Background: an optimization exercise with open tools, aiming at small area, a short achievable clock period and few clock cycles per item. Do not read the settings as production practice. Where RTL was checked, it was by simulation tests only, not by an equivalence proof against the original. Power figures rest on the tool's default switching activity, not on a simulated workload.

==> module ahb3_sram_sp, before the edit <==
module ahb3_sram_sp (
  input  logic                clk,
  input  logic                arst_n_i,
  input  logic                wr_take_i,    
  input  ahb3_pkg::addr_t     haddr_i,
  input  ahb3_pkg::hsize_e    hsize_i,
  input  ahb3_pkg::word_t     hwdata_i,
  input  logic                ovr_i,
  input  ahb3_pkg::word_t     ovr_data_i,
  output ahb3_pkg::word_t     rdata_o
);
  localparam int unsigned LANES = 32 / 8;
  localparam int unsigned OFF_W = $clog2(LANES);
  localparam int unsigned WORDS = 1024 / LANES;
  localparam int unsigned IDX_W = $clog2(WORDS);
  localparam int unsigned COL_W = IDX_W / 2;
  localparam int unsigned ROW_W = IDX_W - COL_W;
  localparam int unsigned COLS  = 1 << COL_W;
  localparam int unsigned ROWS  = 1 << ROW_W;
  logic [IDX_W-1:0] a_idx;
  logic [LANES-1:0] addr_be;
  logic [COLS-1:0]  a_col;      
  logic [ROWS-1:0]  a_row;
  logic [3:0]       a_col_lo_n;  
  logic [3:0]       a_col_hi_n;
  logic [COLS-1:0]  dp_col_n;   
  logic [ROWS-1:0]  dp_row;
  logic [LANES-1:0] dp_wbe;     
  logic             hit;
  logic [LANES-1:0] alt_sel;    
  ahb3_pkg::word_t  alt_data;
  assign a_idx = haddr_i[IDX_W+OFF_W-1:OFF_W];
  always_comb begin
    for (int c = 0; c < COLS; c++) a_col[c] = (a_idx[COL_W-1:0] == COL_W'(c));
    for (int r = 0; r < ROWS; r++) a_row[r] = (a_idx[IDX_W-1:COL_W] == ROW_W'(r));
    for (int k = 0; k < 4; k++) a_col_lo_n[k] = (a_idx[1:0] != 2'(k));
    for (int k = 0; k < 4; k++) a_col_hi_n[k] = (a_idx[3:2] != 2'(k));
  end
  always_comb begin
    case (hsize_i)
      ahb3_pkg::BYTE: addr_be = LANES'(1) << haddr_i[OFF_W-1:0];
      ahb3_pkg::HALF: addr_be = LANES'(3) << {haddr_i[OFF_W-1:1], 1'b0};
      ahb3_pkg::WORD: addr_be = '1;
      default:        addr_be = '0;
    endcase
  end
  always_ff @(posedge clk or negedge arst_n_i) begin
    if (!arst_n_i) begin
      dp_wbe <= '0;
    end else begin
      dp_wbe <= wr_take_i ? addr_be : '0;
    end
  end
  always_ff @(posedge clk) begin
    dp_col_n <= ~a_col;
    dp_row   <= a_row;
  end
  for (genvar r = 0; r < ROWS; r++) begin : g_row
    logic [LANES-1:0] lane_we_n;
    logic [32-1:0] none;
    for (genvar l = 0; l < LANES; l++) begin : g_lane
      assign lane_we_n[l] = !(dp_row[r] && dp_wbe[l]);
    end
    ahb3_sram_row #(
      .COLS (COLS),
      .LANES(LANES)
    ) u_row (
      .clk        (clk),
      .lane_we_n_i(lane_we_n),
      .col_we_n_i (dp_col_n),
      .wdata_i    (hwdata_i),
      .col_lo_n_i (a_col_lo_n),
      .col_hi_n_i (a_col_hi_n),
      .row_i      (a_row[r]),
      .none_o     (none)
    );
  end
  assign hit = |(dp_row & a_row) && |(~dp_col_n & a_col);
  always_comb begin
    for (int i = 0; i < LANES; i++) begin
      alt_sel[i]         = ovr_i || (hit && dp_wbe[i]);
      alt_data[8*i +: 8] = ovr_i ? ovr_data_i[8*i +: 8] : hwdata_i[8*i +: 8];
    end
  end
  for (genvar b = 0; b < 32; b++) begin : g_bit
    logic [ROWS-1:0] none_rows;
    for (genvar r = 0; r < ROWS; r++) begin : g_r
      assign none_rows[r] = g_row[r].none[b];
    end
    ahb3_sram_or_tree #(.N(ROWS)) u_tree (
      .none_i(none_rows),
      .alt_i (alt_sel[b/8]),
      .alt_d (alt_data[b]),
      .one_o (rdata_o[b])
    );
  end
endmodule
==> module ahb3_sram_row, before the edit <==
module ahb3_sram_row #(
  parameter int unsigned COLS  = 16,
  parameter int unsigned LANES = 4
) (
  input  logic                 clk,
  input  logic [LANES-1:0]     lane_we_n_i,   
  input  logic [COLS-1:0]      col_we_n_i,    
  input  logic [8*LANES-1:0]   wdata_i,
  input  logic [3:0]           col_lo_n_i,    
  input  logic [3:0]           col_hi_n_i,
  input  logic                 row_i,         
  output logic [8*LANES-1:0]   none_o         
);
  logic [8*LANES-1:0] mem [COLS];
  logic [COLS-1:0]    col_i;     
  for (genvar c = 0; c < COLS; c++) begin : g_dec
    ahb3_sram_nor2 u_col (.a(col_lo_n_i[c%4]), .b(col_hi_n_i[c/4]), .y(col_i[c]));
  end
  for (genvar c = 0; c < COLS; c++) begin : g_col
    for (genvar l = 0; l < LANES; l++) begin : g_lane
      logic we;
      ahb3_sram_nor2 u_we (.a(lane_we_n_i[l]), .b(col_we_n_i[c]), .y(we));
      always_ff @(posedge clk) begin
        if (we) mem[c][8*l +: 8] <= wdata_i[8*l +: 8];
      end
    end
  end
  for (genvar b = 0; b < 8 * LANES; b++) begin : g_bit
    logic [1:0] half;
    for (genvar h = 0; h < 2; h++) begin : g_half
      logic [COLS/2-1:0] d;
      for (genvar c = 0; c < COLS / 2; c++) begin : g_c
        assign d[c] = mem[(COLS/2)*h + c][b];
      end
      ahb3_sram_sel8 u_half (.sel_i(col_i[(COLS/2)*h +: COLS/2]), .d_i(d), .y(half[h]));
    end
    ahb3_sram_o21ai u_row (.a1(half[0]), .a2(half[1]), .b1(row_i), .y(none_o[b]));
  end
endmodule
clock: 7.0 ns
lec_check: 0
cap_margin: 20
core_margin: 2
core_utilization: 50
setup_slack_margin: 3.5
slew_margin: 20
synth_hierarchical: 1
synth_memory_max_bits: 16384
standard.sh (not shown) runs the stock make flow with config.mk's settings and CLKGATE_MAP_FILE= SYNTH_SCRIPT=/design/flow/synth_recipe.tcl, a recipe that flattens the netlist after the stock synthesis.
==> flow/flow/run.sh <==
#!/bin/bash
# The standard layout (standard.sh), with three changes:
#  - the port buffers are plain buffers instead of delay cells,
#  - repair may swap a cell for one of another footprint (so a slow buffer
#    can become a fast one),
#  - clock tree leaves drive larger clusters, and no dummy loads are added.
# Each ORFS step keeps its own log under orfs/logs/; make's output is in
# flow.log.
set -euo pipefail
bash standard.sh \
  BUFFER_PORTS_ARGS="-buffer_cell sky130_fd_sc_hd__buf_4" \
  MATCH_CELL_FOOTPRINT=0 \
  CTS_ARGS="-sink_clustering_enable -repair_clock_nets -dont_use_dummy_load -sink_clustering_size 25 -sink_clustering_max_diameter 70" \
  finish > flow.log 2>&1
Change:
--- a/flow/design.v
+++ b/flow/design.v
@@ -119,6 +119,4 @@
   logic [COLS-1:0]  a_col;      
   logic [ROWS-1:0]  a_row;
-  logic [3:0]       a_col_lo_n;  
-  logic [3:0]       a_col_hi_n;
   logic [COLS-1:0]  dp_col_n;   
   logic [ROWS-1:0]  dp_row;
@@ -131,6 +129,4 @@
     for (int c = 0; c < COLS; c++) a_col[c] = (a_idx[COL_W-1:0] == COL_W'(c));
     for (int r = 0; r < ROWS; r++) a_row[r] = (a_idx[IDX_W-1:COL_W] == ROW_W'(r));
-    for (int k = 0; k < 4; k++) a_col_lo_n[k] = (a_idx[1:0] != 2'(k));
-    for (int k = 0; k < 4; k++) a_col_hi_n[k] = (a_idx[3:2] != 2'(k));
   end
   always_comb begin
@@ -167,6 +163,5 @@
       .col_we_n_i (dp_col_n),
       .wdata_i    (hwdata_i),
-      .col_lo_n_i (a_col_lo_n),
-      .col_hi_n_i (a_col_hi_n),
+      .col_i      (a_col),
       .row_i      (a_row[r]),
       .none_o     (none)
@@ -201,14 +196,9 @@
   input  logic [COLS-1:0]      col_we_n_i,    
   input  logic [8*LANES-1:0]   wdata_i,
-  input  logic [3:0]           col_lo_n_i,    
-  input  logic [3:0]           col_hi_n_i,
+  input  logic [COLS-1:0]      col_i,         
   input  logic                 row_i,         
   output logic [8*LANES-1:0]   none_o         
 );
   logic [8*LANES-1:0] mem [COLS];
-  logic [COLS-1:0]    col_i;     
-  for (genvar c = 0; c < COLS; c++) begin : g_dec
-    ahb3_sram_nor2 u_col (.a(col_lo_n_i[c%4]), .b(col_hi_n_i[c/4]), .y(col_i[c]));
-  end
   for (genvar c = 0; c < COLS; c++) begin : g_col
     for (genvar l = 0; l < LANES; l++) begin : g_lane
Outcome: Count of clock-buffer cells in the layout decreases by 1. Total power came out lower by 1.1%. Final area came out lower by 2.7%. Via count drops by 3.7%. Wire length is lower by 9.3%. Clock skew increases by 0.014 ns. Hold slack got worse by 0.013 ns. Die area falls by 0.31%. Global-route usage shrinks by 2.9 points. Utilization goes down by 1.3 points. Setup slack gets better by 0.062 ns. Sequential share of layout area came out higher by 2.1 points. Fmax climbs by 1.7%.
Testbench counts after the change, summed over its fixed seeds: cycles 26,056, transfers 26,048.
Function not checked in the first run of this note: the RTL went through the layout flow alone.

========
ahb3_tile, a different RTL version from the one above (not shown whole).
For scale: roughly 8400 flip-flops, roughly 110 I/O pins, about 300000 um^2 of cells after synthesis.
==> flow/design.v (excerpt) <==
module ahb3_tile (
  input  logic                clk,
  input  logic                arst_n_i,
  input  logic                hsel_i,
  input  logic [31:0]         haddr_i,
  input  logic                hwrite_i,
  input  logic [2:0]          hsize_i,
  input  logic [1:0]          htrans_i,
  input  logic [31:0]         hwdata_i,
  output logic [31:0]         hrdata_o,
  output logic                hready_o,
  output logic                hresp_o
);
  ahb3_pkg::ahb3_req_t req_i;
  assign req_i.hsel   = hsel_i;
  assign req_i.haddr  = haddr_i;
  assign req_i.hwrite = hwrite_i;
  assign req_i.hsize  = ahb3_pkg::hsize_e'(hsize_i);
  assign req_i.htrans = ahb3_pkg::htrans_e'(htrans_i);
  logic            accept;
  logic            sel_dm;
  logic            sel_boot;
  ahb3_pkg::word_t rdata;
  ahb3_pkg::word_t boot_rdata;
  ahb3_interconnect u_bus (
    .clk       (clk),
    .arst_n_i  (arst_n_i),
    .m_req_i   (req_i),
    .accept_o  (accept),
    .sel_dm_o  (sel_dm),
    .sel_boot_o(sel_boot),
    .hready_o  (hready_o),
    .hresp_o   (hresp_o)
  );
  ahb3_sram_sp u_ram (
    .clk      (clk),
    .arst_n_i (arst_n_i),
    .wr_take_i(accept && sel_dm && hwrite_i),
    .haddr_i  (req_i.haddr),
    .hsize_i  (req_i.hsize),
    .hwdata_i (hwdata_i),
    .ovr_i    (sel_boot),
    .ovr_data_i(boot_rdata),
    .rdata_o  (rdata)
  );
  ahb3_bootrom u_bootrom (
    .idx_i  (haddr_i[4:2]),
    .rdata_o(boot_rdata)
  );
  assign hrdata_o = rdata;
endmodule
==> module ahb3_sram_lane, before the edit <==
module ahb3_sram_lane #(
  parameter int unsigned IDX_W = 8
) (
  input  logic              clk,
  input  logic              we_i,        
  input  logic [15:0]       dp_col_n_i,  
  input  logic [7:0]        wdata_i,
  input  logic [IDX_W-1:0]  a_idx_i,     
  input  logic              alt_i,       
  output logic [7:0][1:0]   half_n_o     
);
  localparam int unsigned COL_W = IDX_W / 2;
  localparam int unsigned ROW_W = IDX_W - COL_W;
  localparam int unsigned COLS  = 1 << COL_W;
  localparam int unsigned ROWS  = 1 << ROW_W;
  logic [COLS-1:0] a_col;      
  logic [ROWS-1:0] a_row;
  logic [ROWS-1:0] dp_row_we_n;
  always_comb begin
    for (int c = 0; c < COLS; c++) a_col[c] = (a_idx_i[COL_W-1:0] == COL_W'(c));
    for (int r = 0; r < ROWS; r++) a_row[r] = (a_idx_i[IDX_W-1:COL_W] == ROW_W'(r));
  end
  always_ff @(posedge clk) begin
    dp_row_we_n <= ~({ROWS{we_i}} & a_row);
  end
  logic [ROWS-1:0][7:0] none;
  for (genvar r = 0; r < ROWS; r++) begin : g_row
    ahb3_sram_row #(
      .COLS (COLS),
      .LANES(1)
    ) u_row (
      .clk        (clk),
      .lane_we_n_i(dp_row_we_n[r]),
      .col_we_n_i (dp_col_n_i),
      .wdata_i    (wdata_i),
      .col_i      (a_col),
      .row_i      (a_row[r]),
      .none_o     (none[r])
    );
  end
  for (genvar b = 0; b < 8; b++) begin : g_bit
    logic [ROWS-1:0] none_rows;
    for (genvar r = 0; r < ROWS; r++) begin : g_r
      assign none_rows[r] = none[r][b];
    end
    ahb3_sram_or_tree #(.N(ROWS)) u_tree (
      .none_i (none_rows),
      .alt_i  (alt_i),
      .half_n_o(half_n_o[b])
    );
  end
endmodule
clock: 7.0 ns
lec_check: 0
cap_margin: 20
core_margin: 2
core_utilization: 72
gpl_routability_driven: 0
place_density: 0.8
setup_slack_margin: 4.0
slew_margin: 20
synth_hierarchical: 1
synth_memory_max_bits: 16384
==> flow/flow/run.sh <==
#!/bin/bash
# The standard layout (standard.sh), with three changes:
#  - the port buffers are plain buffers instead of delay cells,
#  - repair may swap a cell for one of another footprint (so a slow buffer
#    can become a fast one),
#  - clock tree leaves drive larger clusters, and no dummy loads are added.
# Each ORFS step keeps its own log under orfs/logs/; make's output is in
# flow.log.
set -euo pipefail
bash standard.sh \
  BUFFER_PORTS_ARGS="-buffer_cell sky130_fd_sc_hd__buf_4" \
  MATCH_CELL_FOOTPRINT=0 \
  CTS_ARGS="-sink_clustering_enable -repair_clock_nets -dont_use_dummy_load -sink_clustering_size 16 -sink_clustering_max_diameter 45 -sink_clustering_buffer sky130_fd_sc_hd__clkbuf_8" \
  finish > flow.log 2>&1
Testbench counts at the start, summed over its fixed seeds: cycles 26,056, transfers 26,048.
Change:
--- a/flow/design.v
+++ b/flow/design.v
@@ -185,33 +185,35 @@
   output logic [7:0][1:0]   half_n_o     
 );
   localparam int unsigned COL_W = IDX_W / 2;
   localparam int unsigned ROW_W = IDX_W - COL_W;
   localparam int unsigned COLS  = 1 << COL_W;
   localparam int unsigned ROWS  = 1 << ROW_W;
-  logic [COLS-1:0] a_col;      
+  logic [1:0][COLS-1:0] a_col;   
   logic [ROWS-1:0] a_row;
   logic [ROWS-1:0] dp_row_we_n;
   always_comb begin
-    for (int c = 0; c < COLS; c++) a_col[c] = (a_idx_i[COL_W-1:0] == COL_W'(c));
     for (int r = 0; r < ROWS; r++) a_row[r] = (a_idx_i[IDX_W-1:COL_W] == ROW_W'(r));
   end
   always_ff @(posedge clk) begin
     dp_row_we_n <= ~({ROWS{we_i}} & a_row);
   end
+  for (genvar h = 0; h < 2; h++) begin : g_dec
+    ahb3_sram_dec #(.W(COL_W)) u_col (.idx_i(a_idx_i[COL_W-1:0]), .sel_o(a_col[h]));
+  end
   logic [ROWS-1:0][7:0] none;
   for (genvar r = 0; r < ROWS; r++) begin : g_row
     ahb3_sram_row #(
       .COLS (COLS),
       .LANES(1)
     ) u_row (
       .clk        (clk),
       .lane_we_n_i(dp_row_we_n[r]),
       .col_we_n_i (dp_col_n_i),
       .wdata_i    (wdata_i),
-      .col_i      (a_col),
+      .col_i      (a_col[r / (ROWS / 2)]),
       .row_i      (a_row[r]),
       .none_o     (none[r])
     );
   end
   for (genvar b = 0; b < 8; b++) begin : g_bit
     logic [ROWS-1:0] none_rows;
@@ -270,12 +272,22 @@
   for (genvar q = 0; q < N / 4; q++) begin : g_quad
     ahb3_sram_nand4 u_quad (.a(none_i[4*q +: 4]), .y(some[q]));
   end
   assign half_n_o[0] = alt_i || !(|some[N/8-1:0]);
   assign half_n_o[1] = alt_i || !(|some[N/4-1:N/8]);
 endmodule
+module ahb3_sram_dec #(
+  parameter int unsigned W = 4
+) (
+  input  logic [W-1:0]      idx_i,
+  output logic [(1<<W)-1:0] sel_o
+);
+  always_comb begin
+    for (int i = 0; i < (1 << W); i++) sel_o[i] = (idx_i == W'(i));
+  end
+endmodule
 module ahb3_sram_sel8 (
   input  logic [7:0] sel_i,
   input  logic [7:0] d_i,
   output logic       y
 );
   logic [3:0] pair_n;
After rerunning:
- utilization goes down by 0.17 points
- sequential share of layout area is about the same
- critical path depth rises by 5
- routed wire length is higher by 0.55%
- via count climbs by about 0.5%
- design area stays flat
- total power stays flat
- clock skew barely changes
For the second run of this note, only the layout was checked, not whether the RTL still works.

========
## pine
RTL: one of the versions met above, not the one the previous note started from.
Size: ~16000 cells after synthesis, roughly 8400 flip-flops, ~300000 sq um of cells after synthesis.
==> module ahb3_sram_lane, before the edit <==
module ahb3_sram_lane #(
  parameter int unsigned IDX_W = 8
) (
  input  logic              clk,
  input  logic              we_i,        
  input  logic [15:0]       dp_col_n_i,  
  input  logic [7:0]        wdata_i,
  input  logic [IDX_W-1:0]  a_idx_i,     
  input  logic              alt_i,       
  output logic [7:0][1:0]   half_n_o     
);
  localparam int unsigned COL_W = IDX_W / 2;
  localparam int unsigned ROW_W = IDX_W - COL_W;
  localparam int unsigned COLS  = 1 << COL_W;
  localparam int unsigned ROWS  = 1 << ROW_W;
  logic [1:0][COLS-1:0] a_col;   
  logic [ROWS-1:0] a_row;
  logic [ROWS-1:0] dp_row_we_n;
  always_comb begin
    for (int r = 0; r < ROWS; r++) a_row[r] = (a_idx_i[IDX_W-1:COL_W] == ROW_W'(r));
  end
  always_ff @(posedge clk) begin
    dp_row_we_n <= ~({ROWS{we_i}} & a_row);
  end
  for (genvar h = 0; h < 2; h++) begin : g_dec
    ahb3_sram_dec #(.W(COL_W)) u_col (.idx_i(a_idx_i[COL_W-1:0]), .sel_o(a_col[h]));
  end
  logic [ROWS-1:0][7:0] none;
  for (genvar r = 0; r < ROWS; r++) begin : g_row
    ahb3_sram_row #(
      .COLS (COLS),
      .LANES(1)
    ) u_row (
      .clk        (clk),
      .lane_we_n_i(dp_row_we_n[r]),
      .col_we_n_i (dp_col_n_i),
      .wdata_i    (wdata_i),
      .col_i      (a_col[r / (ROWS / 2)]),
      .row_i      (a_row[r]),
      .none_o     (none[r])
    );
  end
  for (genvar b = 0; b < 8; b++) begin : g_bit
    logic [ROWS-1:0] none_rows;
    for (genvar r = 0; r < ROWS; r++) begin : g_r
      assign none_rows[r] = none[r][b];
    end
    ahb3_sram_or_tree #(.N(ROWS)) u_tree (
      .none_i (none_rows),
      .alt_i  (alt_i),
      .half_n_o(half_n_o[b])
    );
  end
endmodule
==> module ahb3_sram_dec, before the edit <==
module ahb3_sram_dec #(
  parameter int unsigned W = 4
) (
  input  logic [W-1:0]      idx_i,
  output logic [(1<<W)-1:0] sel_o
);
  always_comb begin
    for (int i = 0; i < (1 << W); i++) sel_o[i] = (idx_i == W'(i));
  end
endmodule
==> flow/config.mk <==
export PLATFORM = sky130hd
export DESIGN_NAME = ahb3_tile
export DESIGN_NICKNAME = ahb3_tile
export VERILOG_FILES = /design/flow/design.v
export SDC_FILE = /design/flow/constraint.sdc
export NUM_CORES = 8
export LEC_CHECK = 0
export CAP_MARGIN = 20
export CORE_MARGIN = 2
export CORE_UTILIZATION = 70
export GPL_ROUTABILITY_DRIVEN = 0
export PLACE_DENSITY = 0.78
export SETUP_SLACK_MARGIN = 4.0
export SLEW_MARGIN = 20
export SYNTH_HIERARCHICAL = 1
export SYNTH_MEMORY_MAX_BITS = 16384
==> flow/constraint.sdc <==
create_clock -name core_clock -period 7.0 [get_ports {clk}]
set_input_delay 1.4000 -clock core_clock [delete_from_list [all_inputs] [get_ports {clk}]]
set_output_delay 1.4000 -clock core_clock [all_outputs]
set_load 0.01 [all_outputs]
Scripts as last shown in full above: flow/flow/run.sh
pine | status: complete | timing, DRC, antenna: pass
diff inputs: pine => cedar
--- a/flow/design.v
+++ b/flow/design.v
@@ -185,35 +185,33 @@
   output logic [7:0][1:0]   half_n_o     
 );
   localparam int unsigned COL_W = IDX_W / 2;
   localparam int unsigned ROW_W = IDX_W - COL_W;
   localparam int unsigned COLS  = 1 << COL_W;
   localparam int unsigned ROWS  = 1 << ROW_W;
-  logic [1:0][COLS-1:0] a_col;   
+  logic [COLS-1:0] a_col;      
   logic [ROWS-1:0] a_row;
   logic [ROWS-1:0] dp_row_we_n;
   always_comb begin
+    for (int c = 0; c < COLS; c++) a_col[c] = (a_idx_i[COL_W-1:0] == COL_W'(c));
     for (int r = 0; r < ROWS; r++) a_row[r] = (a_idx_i[IDX_W-1:COL_W] == ROW_W'(r));
   end
   always_ff @(posedge clk) begin
     dp_row_we_n <= ~({ROWS{we_i}} & a_row);
   end
-  for (genvar h = 0; h < 2; h++) begin : g_dec
-    ahb3_sram_dec #(.W(COL_W)) u_col (.idx_i(a_idx_i[COL_W-1:0]), .sel_o(a_col[h]));
-  end
   logic [ROWS-1:0][7:0] none;
   for (genvar r = 0; r < ROWS; r++) begin : g_row
     ahb3_sram_row #(
       .COLS (COLS),
       .LANES(1)
     ) u_row (
       .clk        (clk),
       .lane_we_n_i(dp_row_we_n[r]),
       .col_we_n_i (dp_col_n_i),
       .wdata_i    (wdata_i),
-      .col_i      (a_col[r / (ROWS / 2)]),
+      .col_i      (a_col),
       .row_i      (a_row[r]),
       .none_o     (none[r])
     );
   end
   for (genvar b = 0; b < 8; b++) begin : g_bit
     logic [ROWS-1:0] none_rows;
@@ -272,22 +270,12 @@
   for (genvar q = 0; q < N / 4; q++) begin : g_quad
     ahb3_sram_nand4 u_quad (.a(none_i[4*q +: 4]), .y(some[q]));
   end
   assign half_n_o[0] = alt_i || !(|some[N/8-1:0]);
   assign half_n_o[1] = alt_i || !(|some[N/4-1:N/8]);
 endmodule
-module ahb3_sram_dec #(
-  parameter int unsigned W = 4
-) (
-  input  logic [W-1:0]      idx_i,
-  output logic [(1<<W)-1:0] sel_o
-);
-  always_comb begin
-    for (int i = 0; i < (1 << W); i++) sel_o[i] = (idx_i == W'(i));
-  end
-endmodule
 module ahb3_sram_sel8 (
   input  logic [7:0] sel_i,
   input  logic [7:0] d_i,
   output logic       y
 );
   logic [3:0] pair_n;
--- outcome ---
cedar vs pine: time the worst path needs with I/O delays and setup down
Changes observed in cedar relative to pine: global-route met1 utilization saw an increase; fraction of met3 tracks used by global routing went down by 0.41 points; count of clock-buffer cells in the layout went up; post-route clock period utilization dropped 0.26 points; mean instance size in the synthesized netlist barely changed.
cedar ends up with a maximum number of pins on one net before global-route repair that is 8.3% lower than in pine.
Of the two values seen for capture point of the critical path, hrdata_o[3] was produced by cedar and u_ram.half_n_q[4]$_DFF_P_ by pine.
Testbench counts of cedar, summed over its fixed seeds: cycles 26,056, transfers 26,048.
The RTL of pine was laid out without a check of its function.

==> what the ideal ports hide <==
No port has a modelled driver above. Below, the same layouts with a new extraction and two added sets of constraints. Step 1 sets driving cells, clkbuf_16 on the clock port and buf_2 on the other inputs (assumed; they add their load-dependent delay and slew). Step 2 moves the port delays by t, midway between the first and last clock arrival at a register: inputs arrive t later, outputs are due t later. That takes back most of the time a late clock gives input paths. Slacks: no drivers / after step 1 / after step 2; pairs: no drivers / after step 1.
run | shift t [ns] | slack for setup (ns) | hold slack, ns | worst setup path at the end | latest minus earliest clock arrival (ns)
the first run of note 1 | 1.190 | 3.238 / 3.069 / 1.879 | 0.141 / 0.042 / 0.450 | input to register | 0.135 / 0.135
the second run of note 1 | 1.146 | 3.300 / 3.086 / 1.941 | 0.129 / 0.033 / 0.470 | input to register | 0.147 / 0.147
the first run of note 2 | 1.170 | 3.796 / 3.582 / 2.412 | 0.320 / 0.226 / 0.575 | input to register | 0.096 / 0.096
the second run of note 2 | 1.167 | 3.811 / 3.551 / 2.383 | 0.284 / 0.182 / 0.585 | input to register | 0.107 / 0.107
pine | 1.173 | 3.775 / 3.478 / 2.305 | 0.318 / 0.204 / 0.714 | input to register | 0.107 / 0.108
cedar | 1.149 | 3.794 / 3.629 / 2.480 | 0.327 / 0.236 / 0.594 | input to register | 0.097 / 0.097
After both steps every run listed still meets setup and hold. The setup slack of pine, which loses most, moves by -0.297 ns with the drivers and by -1.470 ns with both steps.
